From an optimization exercise on the open Yosys and OpenROAD flow, aimed at small area; shortcuts taken in it are not production practice. The RTL was checked by simulation tests, not by an equivalence proof against the original design. The flow treats the clock pin as an ideal source, which a real chip does not have. Power is estimated from default activity; no workload was simulated.

[flow/flow/run.sh]
#!/bin/bash
# Standard layout, with two changes:
#  - the port buffers are made from the smallest buffer cell (buf_1);
#  - the clock tree uses small clock buffers and no dummy loads. The larger
#    sink clusters are tried first; if the clock-pin slew estimated after
#    CTS leaves too little margin, CTS is redone with smaller clusters.
set -euo pipefail
here=$(pwd)
res=$here/orfs/results/$FLOW_PLATFORM/robot_cfg_top/base
ports="BUFFER_PORTS_ARGS=-buffer_cell sky130_fd_sc_hd__buf_1"
base="-sink_clustering_enable -repair_clock_nets -dont_use_dummy_load -buf_list sky130_fd_sc_hd__clkbuf_4"
tries=("$base -sink_clustering_size 12 -sink_clustering_max_diameter 60"
       "$base -sink_clustering_size 11 -sink_clustering_max_diameter 45"
       "$base -sink_clustering_size 10 -sink_clustering_max_diameter 40")
limit=0.115
n=0
for cts in "${tries[@]}"; do
  n=$((n + 1))
  rm -f "$res/4_1_cts.odb" "$res/4_cts.odb" "$res/4_cts.sdc"
  bash standard.sh "$ports" "CTS_ARGS=$cts" cts > "standard_to_cts_$n.log" 2>&1
  CTS_ODB=$res/4_cts.odb CTS_SDC=$res/4_cts.sdc PLATFORM_DIR=$FLOW_HOME/platforms/$FLOW_PLATFORM \
    openroad -no_init -exit flow/slew.tcl > "slew_$n.log" 2>&1
  slew=$(awk '/^WORST_CLK_SLEW/ {print $2}' "slew_$n.log")
  echo "try $n: $cts: worst clock-pin slew $slew ns" >> cts_tries.log
  if [[ -n "$slew" ]] && awk -v s="$slew" -v l="$limit" 'BEGIN {exit !(s <= l)}'; then
    break
  fi
done
bash standard.sh "$ports" "CTS_ARGS=$cts" finish > standard_finish.log 2>&1
[flow/flow/slew.tcl]
# Worst flip-flop clock-pin slew (ns) of a CTS result, with placement parasitics
set P $::env(PLATFORM_DIR)
read_db $::env(CTS_ODB)
read_liberty $P/lib/sky130_fd_sc_hd__tt_025C_1v80.lib
read_sdc $::env(CTS_SDC)
source $P/setRC.tcl
set_propagated_clock [all_clocks]
estimate_parasitics -placement
set worst 0
foreach pin [get_pins -hierarchical */CLK] {
  foreach a {max min} {
    foreach e {rise fall} {
      set s [get_property $pin slew_${a}_$e]
      if {$s > $worst} { set worst $s }
    }
  }
}
puts "WORST_CLK_SLEW $worst"
[flow/standard.sh]
#!/bin/bash
# synth_recipe.tcl (not shown) runs the flow's synth.tcl, then flattens the netlist and writes it again
# the make line also repeats each setting of config.mk as NAME=value (left out here)
make -C /OpenROAD-flow-scripts/flow DESIGN_CONFIG=/design/flow/config.mk WORK_HOME=/design/flow/orfs CLKGATE_MAP_FILE= SYNTH_SCRIPT=/design/flow/synth_recipe.tcl "${@:-finish}"
[flow/config.mk]
export PLATFORM = sky130hd
export DESIGN_NAME = robot_cfg_top
export DESIGN_NICKNAME = robot_cfg_top
export VERILOG_FILES = /design/flow/design.v
export SDC_FILE = /design/flow/constraint.sdc
export NUM_CORES = 4
export LEC_CHECK = 0
export CAP_MARGIN = 20
export CORE_MARGIN = 2
export CORE_UTILIZATION = 75
export PLACE_DENSITY = 0.92
export SLEW_MARGIN = 20
[flow/constraint.sdc]
create_clock -name core_clock -period 10.0 [get_ports {clk}]
set_input_delay 2.0000 -clock core_clock [delete_from_list [all_inputs] [get_ports {clk}]]
set_output_delay 2.0000 -clock core_clock [all_outputs]
set_load 0.01 [all_outputs]
[flow/design.v]
`timescale 1ns/10ps
module uart_byte_rx (
    input  logic       clk,
    input  logic       reset,
    input  logic       rxd,
    output logic       rx_valid,   
    output logic [7:0] rx_data
);
    logic       rxd_meta;
    logic       rxd_s;
    logic [7:0] cnt;
    logic [7:0] shift_q;
    logic       samp;
    logic       stop;
    logic       back;
    always_ff @(posedge clk) begin
        rxd_meta <= rxd;
        rxd_s    <= rxd_meta;
    end
    assign samp = (cnt[3:0] == 4'h8);
    assign stop = cnt[7] && cnt[4];           
    assign back = (cnt == 8'h00) ? rxd_s
                                 : (samp && (stop || (cnt[7:4] == 4'h0 && rxd_s)));
    always_ff @(posedge clk) begin
        cnt <= (back || reset) ? 8'h00 : cnt + 1'b1;
    end
    always_ff @(posedge clk) begin
        if (samp && cnt[7:4] != 4'h0 && !stop) shift_q <= {rxd_s, shift_q[7:1]};
    end
    assign rx_valid = samp && stop && rxd_s;
    assign rx_data  = shift_q;
endmodule
`timescale 1ns/10ps
module cfg_cmd_parser (
    input  logic       clk,
    input  logic       reset,
    input  logic       rx_valid,
    input  logic [7:0] rx_data,
    input  logic [4:0] phase,      
    output logic       wr_en,
    output logic       reload_req
);
    localparam logic [7:0] CMD_CANCEL     = 8'h18;
    localparam logic [7:0] CMD_PROGRAM    = 8'h24;
    localparam logic [7:0] CMD_SOFT_RESET = 8'h11;
    localparam logic [2:0] P_IDLE  = 3'd0;
    localparam logic [2:0] P_ADDR  = 3'd1;
    localparam logic [2:0] P_DATA  = 3'd2;
    localparam logic [2:0] P_WRITE = 3'd3;   
    localparam logic [2:0] P_DROP  = 3'd4;   
    logic [2:0] state;
    logic [4:0] addr_q;
    logic       is_cancel;
    logic       hit;
    assign is_cancel = (rx_data == CMD_CANCEL);
    assign hit       = (phase == addr_q);
    always_ff @(posedge clk) begin
        if (reset) begin
            state <= P_IDLE;
        end else begin
            case (state)
                P_IDLE:  if (rx_valid && rx_data == CMD_PROGRAM) state <= P_ADDR;
                P_ADDR:  if (rx_valid) state <= is_cancel ? P_IDLE : (rx_data < 8'd22) ? P_DATA : P_DROP;
                P_DATA:  if (rx_valid) state <= is_cancel ? P_IDLE : P_WRITE;
                P_WRITE: if (hit) state <= P_IDLE;
                default: if (rx_valid) state <= P_IDLE;
            endcase
        end
    end
    always_ff @(posedge clk) begin
        if (state == P_ADDR && rx_valid) addr_q <= rx_data[4:0];
    end
    assign wr_en      = (state == P_WRITE) && hit;
    assign reload_req = rx_valid && (state == P_IDLE) && (rx_data == CMD_SOFT_RESET);
endmodule
`timescale 1ns/10ps
module cfg_byte_ram #(
    parameter int DEPTH = 22
) (
    input  logic               clk,
    input  logic               reset,
    input  logic               wr_en,     
    input  logic [7:0]         wr_data,
    output logic [4:0]         phase,     
    output logic [DEPTH*8-1:0] bytes      
);
    logic [7:0] ring [DEPTH];
    logic       clr;
    logic       wrap;
    logic       keep;     
    assign wrap = (phase == 5'(DEPTH - 1));
    always_ff @(posedge clk) begin
        if (reset) begin
            phase <= '0;
            clr   <= 1'b1;
        end else begin
            phase <= wrap ? '0 : phase + 1'b1;
            if (wrap) clr <= 1'b0;
        end
    end
    assign keep = !(wr_en || clr);
    always_ff @(posedge clk) begin
        for (int k = 0; k < DEPTH - 1; k++) ring[k] <= ring[k+1];
        ring[DEPTH-1] <= ({8{wr_en}} & wr_data) | ({8{keep}} & ring[0]);
    end
    always_comb begin
        for (int k = 0; k < DEPTH; k++) bytes[8*k +: 8] = ring[k];
    end
endmodule
`timescale 1ns/10ps
module cfg_loader (
    input  logic         clk,
    input  logic         reset,
    input  logic         load_start,
    input  logic         reload_req,
    input  logic [4:0]   phase,
    input  logic [175:0] bytes,
    output logic [175:0] cfg,
    output logic         load_done
);
    logic         pend;
    logic         go;       
    logic         hold;     
    logic         want;
    logic [175:0] rec;
    assign want = load_start || reload_req || pend;
    always_ff @(posedge clk) begin
        if (reset) begin
            pend <= 1'b0;
            go   <= 1'b0;
            hold <= 1'b0;
        end else begin
            pend <= want && !go;
            go   <= want && (phase == 5'd21);
            hold <= !(want && (phase == 5'd21));
        end
        load_done <= go;
    end
    assign rec = {bytes[  0 +: 32],    
                  bytes[ 32 +: 32],    
                  bytes[ 64 +: 32],    
                  bytes[ 96 +: 32],    
                  bytes[128 +: 16],    
                  bytes[144 +: 16],    
                  bytes[160 +:  8],    
                  bytes[168 +:  8]};   
    always_ff @(posedge clk) begin
        cfg <= ({176{go}} & rec) | ({176{hold}} & cfg);
    end
endmodule
`timescale 1ns/10ps
module robot_cfg_top (
    input  logic         clk,
    input  logic         reset,
    input  logic         uart_rxd,
    input  logic         load_start,
    output logic [175:0] cfg,
    output logic         load_done
);
    logic         rx_valid;
    logic [7:0]   rx_data;
    logic         wr_en;
    logic         reload_req;
    logic [4:0]   phase;
    logic [175:0] bytes;
    uart_byte_rx u_rx (
        .clk      (clk),
        .reset    (reset),
        .rxd      (uart_rxd),
        .rx_valid (rx_valid),
        .rx_data  (rx_data)
    );
    cfg_cmd_parser u_parser (
        .clk        (clk),
        .reset      (reset),
        .rx_valid   (rx_valid),
        .rx_data    (rx_data),
        .phase      (phase),
        .wr_en      (wr_en),
        .reload_req (reload_req)
    );
    cfg_byte_ram u_ram (
        .clk     (clk),
        .reset   (reset),
        .wr_en   (wr_en),
        .wr_data (rx_data),
        .phase   (phase),
        .bytes   (bytes)
    );
    cfg_loader u_loader (
        .clk        (clk),
        .reset      (reset),
        .load_start (load_start),
        .reload_req (reload_req),
        .phase      (phase),
        .bytes      (bytes),
        .cfg        (cfg),
        .load_done  (load_done)
    );
endmodule
==> run_results.csv, run 1 <==
group,metric,value,unit
global_route,grt_pass1_wl,33600,microns
global_route,antenna_found_initial,0,
clocking,cts_sinks,388,
global_route,grt_usage,0.293,
synthesis,syn_avg_cell_area,14.5,sq um
placed_design,placed_cell_area,11100,sq um
cells_and_area,diodes,0,
power,leakage,4.36,nW
synthesis,syn-num-nets,722,
clocking,cts.reportedPaths.clkPinSlew,110,ps
synthesis,ys_warn_count,5,
min_path,hold_path_class,"reg2reg",
synthesis,yosysTopAreaCellShare,0.724,
detailed_routing,drtIter0Drc,515,
clocking,worstSkewPairLatency,640,ps
clocking,htreeDepth,2,
global_route,grt_pass1_vias,6302,
synthesis,synth_top_area_cell,"dfxtp_1",
worst_setup_path,cp_data_required_time,8000,ps
sta,final.setup.tns,0,ps
sta,final.setup_skew,44.0,ps
floorplanning,core,13300,sq um
sta,period_needed,3250,ps
worst_setup_path,critical_path_buf_inv_count,1,
clocking,postCtsSetupRepairBufs,0,
worst_setup_path,r2r-end,"u_loader.cfg[168]$_DFF_P_",
worst_setup_path,crit_chain,"buf_1",
min_path,hold_end,"u_ram.ring[19][5]$_DFF_P_",
detailed_routing,wl_per_cell,20.5,microns
synthesis,ys_types,41,
cells_and_area,fillers,668,
synthesis,ys.flop_type,"dfxtp_1",
floorplanning,num_rows,42,
worst_setup_path,r2r_cells,2,
worst_setup_path,reg2reg_slack,7800,ps
sta,slew_headroom,0.263,
clocking,cts_hold_buf,0,
worst_setup_path,rr_startpoint,"u_loader.hold$_SDFF_PP0_",
clocking,cts-resized-gates,0,
detailed_routing,num_vias,6353,
sta,finalSetupViolations,0,
detailed_routing,route.detailed.drc,0,
worst_setup_path,endpoint_kind,"output pin",
synthesis,synth.ff_latch_count,388,
placed_design,place_hpwl,14300,microns
floorplanning,io_pins,181,
status,status,"complete, no violations",
sta,fin_crit_sh,0.325,
detailed_routing,via_per_inst,5.90,
clocking,cts_buffer_depth,3,
sta,report.final.slew_viol_count,0,
synthesis,synthesis.area,10400,sq um
worst_setup_path,critPathLaunchType,"flip-flop",
placed_design,gp_congestion,0.868,
floorplanning,initial_core_util,0.777,
worst_setup_path,crit_fanout,2,
worst_setup_path,max_stage_delay,420,ps
cells_and_area,final_layout_size_suffix_gt1_frac,0.0667,
sta,finalHoldViolCount,0,
power,ir_worst_vdd,0.172,mV
cells_and_area,layout_commonest_cell,"dfxtp_1",
detailed_routing,ant_nets,0,
min_path,hp-start,"u_ram.ring[20][5]$_DFF_P_",
power,p_per_area,195,nW/um^2
synthesis,synthTopCellsByArea,"dfxtp_1 (72%), a22o_1 (15%), edfxtp_1 (3.8%)",
floorplanning,fp.dieW,122,microns
clocking,cts_buffers,45,
sta,holdWs,314,ps
detailed_routing,wirelength,22100,microns
placed_design,port_buffers,180,
synthesis,synth-edff-count,13,
cells_and_area,areaGrowthSynthToFinish,10.7,%
synthesis,async_reset_ff_frac,0,
global_route,grt-ovfl-total,0,
synthesis,syn_inst,714,
sta,rsz0062_at_grt,"false",
worst_setup_path,worst_ep_arrival_time,1250,ps
cells_and_area,design_area,11500,sq um
floorplanning,die_h,122,microns
synthesis,yosysSeqAreaShare,0.762,
worst_setup_path,slowest_stage,"dfxtp_1",
clocking,cts-root-buf,"clkbuf_4",
global_route,grt_start_max_net_pins,113,
detailed_routing,dr.pass1.iters,5,
worst_setup_path,critPathTopFamily,"flip-flops",
cells_and_area,nets,910,
worst_setup_path,criticalPathCategory,"reg2out",
clocking,cts_tree,"done",
sta,max_freq,308,MHz
cells_and_area,final_cell_mix,"dfxtp_1 (373), buf_1 (180), a22o_1 (176)",
job,max-cap-violations,0,
min_path,worstHoldPathCells,0,
floorplanning,dieArea,14800,sq um
sta,worst_pin_slew,1110,ps
## how the worst max path moves through the flow
stage	end	cells past startpoint	slack, ps	startpoint
6_report	cfg[73]	1	6750	u_loader.cfg[73]$_DFF_P_
5_1_grt	cfg[16]	1	6680	u_loader.cfg[16]$_DFF_P_
4_1_cts	cfg[16]	1	6730	u_loader.cfg[16]$_DFF_P_
3_5_place_dp	u_rx.cnt[3]$_SDFF_PP0_	3	7150	reset
3_3_place_gp	u_parser.state[1]$_SDFFE_PP0P_	4	7250	reset
2_1_floorplan	u_rx.cnt[2]$_SDFF_PP0_	3	7490	reset
## cell families after synthesis
logic type / after synthesis / synth area share
and+or+nand+nor: 61 / 0.0348
xor gates and xnor gates: 14 / 0.0118
muxes: 11 / 0.0115
buffers and inverters: 46 / 0.0168
AOI/OAI and AO/OA: 190 / 0.158
DFF: 388 / 0.762
adders and majority gates: 4 / 0.00483
## final cells by class
cell class / count / area, sq um / area share
Timing Repair Buffer: 182 / 694 / 0.0605
Clock buffer: 45 / 338 / 0.0295
Tap cell: 176 / 220 / 0.0192
Inverter: 5 / 18.8 / 0.00164
Sequential cell: 388 / 7910 / 0.689
Multi-Input combinational cell: 280 / 2290 / 0.200
## flip-flops by register name, summed over array words and instances, names as in the netlist, 3 cells and up
register and cells:
u_loader.cfg 176, u_parser.addr_q 5, u_parser.state 3, u_ram.phase 5, u_ram.ring 176, u_rx.cnt 8, u_rx.shift_q 8
## Yosys cell counts, types with 4 or more instances
| cell type | instances |
|---|---|
| a21o_1 | 4 |
| nand2b_1 | 5 |
| nor2_1 | 17 |
| clkbuf_1 | 37 |
| a22o_1 | 176 |
| nand3_1 | 6 |
| mux2_2 | 7 |
| mux2i_1 | 4 |
| ha_1 | 4 |
| xor2_1 | 6 |
| edfxtp_1 | 13 |
| nor2b_1 | 8 |
| dfxtp_1 | 375 |
| xnor2_1 | 8 |
| inv_1 | 5 |
## through the flow
| step | total power [mW] | instances | utilization | setup WS, ps |
|---|---|---|---|---|
| floorplan | 1.61 | 714 | - | 7490 |
| global placement | 1.61 | 1031 | 0.834 | 7250 |
| detailed placement | 1.61 | 1031 | 0.834 | 7150 |
| CTS | 2.24 | 1076 | 0.859 | 6730 |
| global route | 2.31 | 1076 | 0.859 | 6680 |
| finish | 2.24 | 1076 | 0.859 | 6750 |
## layer usage
| layer | track usage | routed length, microns | part of all wire |
|---|---|---|---|
| met5 | 0 | 0 | 0 |
| met4 | 0.0991 | 486 | 0.022 |
| met3 | 0.0740 | 1500 | 0.068 |
| met2 | 0.495 | 10900 | 0.49 |
| met1 | 0.372 | 9190 | 0.42 |
## power by group
| part | internal, mW | total, mW | switching, mW |
|---|---|---|---|
| logic | 0.00518 | 0.0171 | 0.0119 |
| clock network | 0.208 | 0.657 | 0.448 |
| registers | 1.55 | 1.56 | 0.00945 |
| total | 1.77 | 2.24 | 0.470 |
==> run 2, diff against run 1 <==
--- a/flow/config.mk
+++ b/flow/config.mk
@@ -5,8 +5,9 @@
 export SDC_FILE = /design/flow/constraint.sdc
 export NUM_CORES = 4
 export LEC_CHECK = 0
+export ABC_AREA = 1
 export CAP_MARGIN = 20
 export CORE_MARGIN = 2
-export CORE_UTILIZATION = 75
-export PLACE_DENSITY = 0.92
+export CORE_UTILIZATION = 60
+export PLACE_DENSITY = 0.85
 export SLEW_MARGIN = 20
==> run_results.csv, run 2 <==
group,metric,value,unit
sta,slew_headroom,0.346,
cells_and_area,fillers,1253,
power,p_sw,456,uW
global_route,grt_start_max_net_pins,98,
global_route,grt-ovfl-total,0,
global_route,grt_pass1_vias,6041,
floorplanning,num_rows,48,
detailed_routing,dr.pass1.iters,5,
floorplanning,die_h,136,microns
power,leakage,4.56,nW
placed_design,gp_congestion,0.883,
clocking,cts_sinks,388,
detailed_routing,wl_per_cell,16.5,microns
detailed_routing,drtIter0Drc,387,
synthesis,async_reset_ff_frac,0,
worst_setup_path,critPathLaunchType,"flip-flop",
sta,final.setup.tns,0,ps
cells_and_area,reg.largest.list,"u_loader.cfg x176, u_ram.ring x176",
synthesis,syn-num-nets,792,
floorplanning,initial_core_util,0.610,
sta,holdWs,314,ps
global_route,antenna_found_initial,1,
power,p_per_area,192,nW/um^2
placed_design,numPlacedInstances,1150,
floorplanning,core,17200,sq um
detailed_routing,wirelength,19800,microns
sta,report.final.slew_viol_count,0,
cells_and_area,layoutNonFillerInstCount,1198,
sta,final.setup_skew,48.1,ps
clocking,cts_buffers,47,
synthesis,ys_types,29,
synthesis,synth-edff-count,13,
sta,max_freq,312,MHz
power,p_clk_frac,0.292,
global_route,grt_usage,0.210,
clocking,cts_hold_buf,0,
worst_setup_path,critPathTopFamily,"flip-flops",
worst_setup_path,critical_path_buf_inv_count,1,
worst_setup_path,endpoint_kind,"output pin",
synthesis,synth_top_area_cell,"dfxtp_1",
synthesis,syn_inst,784,
cells_and_area,regArea,7910,sq um
power,p_seq_frac,0.700,
detailed_routing,route.detailed.drc,0,
synthesis,synth.ff_latch_count,388,
job,max-cap-violations,0,
clocking,worstSkewPairLatency,630,ps
worst_setup_path,cp_data_required_time,8000,ps
cells_and_area,final_cell_mix,"dfxtp_1 (373), buf_1 (180), a22o_1 (176)",
cells_and_area,areaGrowthSynthToFinish,10.8,%
worst_setup_path,max_stage_delay,350,ps
status,status,"complete, no violations",
worst_setup_path,criticalPathCategory,"reg2out",
clocking,cts-root-buf,"clkbuf_4",
sta,rsz0062_at_grt,"false",
synthesis,yosysMostFrequentCell,"dfxtp_1",
power,p_comb_frac,0.008,
worst_setup_path,crit_chain,"buf_1",
clocking,postCtsSetupRepairBufs,0,
power,internal-power,1.78,mW
min_path,hold_path_class,"reg2reg",
synthesis,synthTopCellsByArea,"dfxtp_1 (71%), a22o_1 (15%), edfxtp_1 (3.7%)",
placed_design,port_buffers,180,
floorplanning,dieArea,18600,sq um
clocking,htreeDepth,2,
power,ir_worst_vdd,0.124,mV
floorplanning,fp.dieW,136,microns
cells_and_area,final_layout_size_suffix_gt1_frac,0.0772,
placed_design,place_hpwl,13000,microns
worst_setup_path,worst_ep_arrival_time,1200,ps
sta,layout_setup_ws,6800,ps
sta,fin_crit_sh,0.320,
worst_setup_path,slowest_stage,"dfxtp_1",
synthesis,yosys-top-cells-count,"dfxtp_1 (375), a22o_1 (176), nand2_1 (39)",
detailed_routing,via_per_inst,5.35,
clocking,cts-resized-gates,0,
synthesis,yosysTopAreaCellShare,0.714,
synthesis,synthesis.area,10500,sq um
sta,worst_pin_slew,981,ps
synthesis,syn_avg_cell_area,13.4,sq um
cells_and_area,nets,982,
detailed_routing,ant_nets,0,
worst_setup_path,crit_fanout,2,
placed_design,place_ws,7060,ps
clocking,cts_buffer_depth,3,
cells_and_area,multi_input_area,2270,sq um
detailed_routing,num_vias,6415,
global_route,grt_pass1_wl,30900,microns
synthesis,ys.flop_type,"dfxtp_1",
power,p_sw_frac,0.204,
sta,finalHoldViolCount,0,
clocking,cts.reportedPaths.clkPinSlew,100,ps
sta,period_needed,3200,ps
floorplanning,io_pins,181,
clocking,cts_tree,"done",
cells_and_area,layout_commonest_cell,"dfxtp_1",
synthesis,ys_warn_count,5,
synthesis,yosysSeqAreaShare,0.752,
sta,finalSetupViolations,0,
## run 2: changes by cell type after synthesis, moves of 11 or more
cell / delta
buf_2: +30
clkbuf_1: -29
inv_1: +25
nand2_1: +38
nand3_1: +11
nor2_1: +17
## run 2: logic make-up (layout without fill, tap and decap cells)
family / count (synthesis) / in the layout / share of synthesized area
flops: 388 / 388 / 0.752
other cells: 0 / 1 / 0
buf+inv: 79 / 267 / 0.0326
xor+xnor: 4 / 4 / 0.00333
fa+ha+maj: 4 / 4 / 0.00476
compound gates: 201 / 201 / 0.162
simple gates: 108 / 108 / 0.0457
## run 2: per-stage QoR
stage,instance area [sq um],power (mW),utilization
after floorplan,10500,1.61,-
after detailed placement,11300,1.62,0.655
after global routing,11600,2.32,0.675
final,11600,2.23,0.675
after CTS,11600,2.25,0.675
after global placement,11300,1.61,0.655
## run 2: final timing paths
path,to,cells after the start,slack [ps],start
setup / recovery,cfg[76],1,6800,u_loader.cfg[76]$_DFF_P_
hold / removal,u_ram.ring[15][4]$_DFF_P_,0,310,u_ram.ring[16][4]$_DFF_P_
setup reg to reg,u_loader.cfg[98]$_DFF_P_,2,7820,u_loader.hold$_SDFF_PP0_
hold reg to reg,u_ram.ring[15][4]$_DFF_P_,0,310,u_ram.ring[16][4]$_DFF_P_
## run 2: layout make-up
class	instances	share of cell area
Sequential cell	388	0.679
Multi-Input combinational cell	317	0.195
Timing Repair Buffer	182	0.0593
Clock buffer	47	0.0303
Tap cell	225	0.0242
Inverter	38	0.0123
Antenna cell	1	0.000215
## run 2: layer usage
| layer | vias up | GRT usage | wire length [microns] |
|---|---|---|---|
| met5 | - | 0 | 0 |
| met4 | 0 | 0.0799 | 479 |
| met3 | 40 | 0.0641 | 1540 |
| met1 | 3039 | 0.283 | 8880 |
| met2 | 210 | 0.318 | 8930 |
| li1 | 3126 | - | - |
## run 2: power groups by stage
stage                     sequential (mW)  clock (mW)  combinational, mW
after floorplan                      1.59           0             0.0194
after global placement               1.60           0             0.0173
after detailed placement             1.60           0             0.0178
after CTS                            1.56       0.674             0.0178
after global routing                 1.56       0.734             0.0201
final                                1.56       0.653             0.0177
==> run 3, diff against run 2 <==
--- a/flow/config.mk
+++ b/flow/config.mk
@@ -5,7 +5,6 @@
 export SDC_FILE = /design/flow/constraint.sdc
 export NUM_CORES = 4
 export LEC_CHECK = 0
-export ABC_AREA = 1
 export CAP_MARGIN = 20
 export CORE_MARGIN = 2
 export CORE_UTILIZATION = 60
==> run_results.csv, run 3 <==
group,metric,value,unit
status,status,"complete, no violations",
clocking,worstSkewPairLatency,650,ps
synthesis,synthesis.area,10400,sq um
floorplanning,die_h,135,microns
clocking,cts-resized-gates,0,
sta,worst_pin_slew,1080,ps
global_route,grt_pass1_vias,5936,
worst_setup_path,max_stage_delay,350,ps
global_route,grtUsageMet2,0.326,
cells_and_area,nets,906,
synthesis,syn_avg_cell_area,14.5,sq um
cells_and_area,fillers,1207,
cells_and_area,multi_input_area,2290,sq um
detailed_routing,dr.pass1.iters,5,
sta,report.final.slew_viol_count,0,
clocking,cts_tree,"done",
power,ir_worst_vdd,0.120,mV
detailed_routing,wl_per_cell,17.7,microns
clocking,cts_hold_buf,0,
synthesis,syn_inst,714,
synthesis,synthTopCellsByArea,"dfxtp_1 (72%), a22o_1 (15%), edfxtp_1 (3.8%)",
global_route,grt_start_max_net_pins,106,
synthesis,ys.flop_type,"dfxtp_1",
clocking,htreeDepth,2,
detailed_routing,drtIter0Drc,351,
sta,slew_headroom,0.277,
synthesis,syn-num-nets,722,
synthesis,synth.ff_latch_count,388,
global_route,grtUsageMet3,0.0685,
floorplanning,fp.dieW,135,microns
sta,period_needed,3210,ps
worst_setup_path,cp_data_required_time,8000,ps
clocking,cts_buffer_depth,3,
clocking,cts-root-buf,"clkbuf_4",
sta,fin_crit_sh,0.321,
cells_and_area,final_cell_mix,"dfxtp_1 (373), buf_1 (180), a22o_1 (176)",
worst_setup_path,criticalPathCategory,"reg2out",
synthesis,synth-edff-count,13,
power,leakage,4.34,nW
global_route,grt.busiest_layer,"met2",
synthesis,yosysMostFrequentCell,"dfxtp_1",
global_route,grt_pass1_wl,30800,microns
cells_and_area,regArea,7910,sq um
worst_setup_path,critPathTopFamily,"flip-flops",
synthesis,synth_top_area_cell,"dfxtp_1",
floorplanning,core,17100,sq um
detailed_routing,ant_nets,0,
sta,max_freq,312,MHz
cells_and_area,reg.largest.list,"u_loader.cfg x176, u_ram.ring x176",
clocking,cts_buffers,41,
job,max-cap-violations,0,
global_route,grt_util_met1,0.282,
synthesis,ys_warn_count,5,
detailed_routing,num_vias,6108,
detailed_routing,route.detailed.drc,0,
sta,final.setup_skew,43.7,ps
cells_and_area,final_util,0.672,
synthesis,async_reset_ff_frac,0,
clocking,cts_sinks,388,
synthesis,yosys-top-cells-count,"dfxtp_1 (375), a22o_1 (176), clkbuf_1 (37)",
worst_setup_path,crit_fanout,2,
placed_design,gp_congestion,0.841,
floorplanning,initial_core_util,0.606,
sta,finalHoldViolCount,0,
worst_setup_path,crit_chain,"buf_1",
floorplanning,io_pins,181,
cells_and_area,areaGrowthSynthToFinish,10.9,%
worst_setup_path,critical_path_buf_inv_count,1,
cells_and_area,layout_commonest_cell,"dfxtp_1",
worst_setup_path,endpoint_kind,"output pin",
floorplanning,dieArea,18300,sq um
cells_and_area,final_layout_size_suffix_gt1_frac,0.0625,
global_route,grt_usage,0.211,
detailed_routing,via_per_inst,5.44,
sta,final.setup.tns,0,ps
power,p_per_area,191,nW/um^2
placed_design,place_hpwl,13000,microns
placed_design,port_buffers,180,
worst_setup_path,worst_ep_arrival_time,1210,ps
floorplanning,num_rows,48,
sta,finalSetupViolations,0,
min_path,hold_path_class,"reg2reg",
worst_setup_path,slowest_stage,"dfxtp_1",
sta,rsz0062_at_grt,"false",
worst_setup_path,critPathLaunchType,"flip-flop",
synthesis,yosysTopAreaCellShare,0.724,
clocking,postCtsSetupRepairBufs,0,
global_route,grt-ovfl-total,0,
detailed_routing,wirelength,19800,microns
synthesis,ys_types,41,
synthesis,yosysSeqAreaShare,0.762,
global_route,antenna_found_initial,1,
clocking,cts.reportedPaths.clkPinSlew,110,ps
run 3: changes by cell type in the layout (fill, tap and decap cells not counted), sizes merged, moves of 4 or more:
cell / change
a21o: +4
a21oi: -4
clkbuf: -6
inv: -32
mux2: +7
mux2i: +4
nand2: -41
nand2b: +5
nand3: -13
nor2: -19
nor2b: +8
o21ai: -15
xnor2: +7
run 3: logic make-up (layout without fill, tap and decap cells):
kind of cell    count (synthesis)  count (layout)  share of synthesized area
xor+xnor                       14              14                     0.0118
compound gates                190             190                      0.158
flops                         388             388                      0.762
mux                            11              11                     0.0115
fa+ha+maj                       4               4                    0.00483
other cells                     0               1                          0
buf+inv                        46             228                     0.0168
simple gates                   61              61                     0.0348
run 3: area by class of cell:
| class | count | share of cell area |
|---|---|---|
| Sequential cell | 388 | 0.687 |
| Tap cell | 225 | 0.0245 |
| Clock buffer | 41 | 0.0268 |
| Antenna cell | 1 | 0.000218 |
| Timing Repair Buffer | 182 | 0.0601 |
| Multi-Input combinational cell | 280 | 0.199 |
| Inverter | 5 | 0.00163 |
run 3: power breakdown:
group / leakage, nW / total (mW) / internal (mW) / switching (mW)
combinational: 1.01 / 0.0169 / 0.00488 / 0.0120
sequential: 3.14 / 1.56 / 1.55 / 0.00746
clock: 0.189 / 0.616 / 0.190 / 0.426
total: 4.34 / 2.19 / 1.75 / 0.445
run 3: worst register-to-register path, stage by stage (launching register included):
cell and delay, ps:
dfxtp_4 860, buf_4 920, a22o_1 390
run 3: worst paths after layout:
kind / start / slack [ps] / endpoint / cells after the start
max: u_loader.cfg[60]$_DFF_P_ / 6790 / cfg[60] / 1
min: u_rx.rxd_meta$_DFF_P_ / 290 / u_rx.rxd_s$_DFF_P_ / 0
max reg2reg: u_loader.go$_SDFF_PP0_ / 7780 / u_loader.cfg[96]$_DFF_P_ / 2
min reg2reg: u_rx.rxd_meta$_DFF_P_ / 290 / u_rx.rxd_s$_DFF_P_ / 0
run 3: layer usage:
| metal | share of wire | wire length (microns) |
|---|---|---|
| met5 | 0 | 0 |
| met4 | 0.024 | 482 |
| met2 | 0.45 | 8930 |
| met3 | 0.080 | 1590 |
| met1 | 0.45 | 8830 |
run 3: stage by stage:
step	area [sq um]	std cells	worst slack [ps]	power, mW	hold WS [ps]
floorplan	10400	714	7490	1.61	310
global placement	11200	1080	7250	1.61	311
detailed placement	11200	1080	7210	1.61	315
CTS	11500	1121	6720	2.22	290
global route	11500	1122	6680	2.28	307
finish	11500	1122	6790	2.19	293

-- port drivers added, routing unchanged --
Ports are ideal in the flow. The routed layouts listed here were re-timed in OpenROAD. Step 1, drivers: a clkbuf_16 drives clk and a buf_2 each remaining input, both assumed. Step 2 times the ports against the registers' clock, not the clock port: input delays grow and output delays shrink by t, the midpoint of the rising clock arrivals with the driver on. Slacks: ideal / step 1 / step 2; pairs: ideal / step 1.
| run | t, ns | setup WS [ns] | latest minus earliest clock arrival (ns) | slew at the worst register clock pin (ns) |
|---|---|---|---|---|
| run 1 | 0.657 | 6.755 / 6.719 / 7.123 | 0.049 / 0.049 | 0.11 / 0.11 |
| run 2 | 0.653 | 6.795 / 6.755 / 7.054 | 0.068 / 0.068 | 0.10 / 0.10 |
| run 3 | 0.651 | 6.793 / 6.755 / 7.194 | 0.077 / 0.077 | 0.11 / 0.11 |
After both steps setup and hold are still met in every run listed.
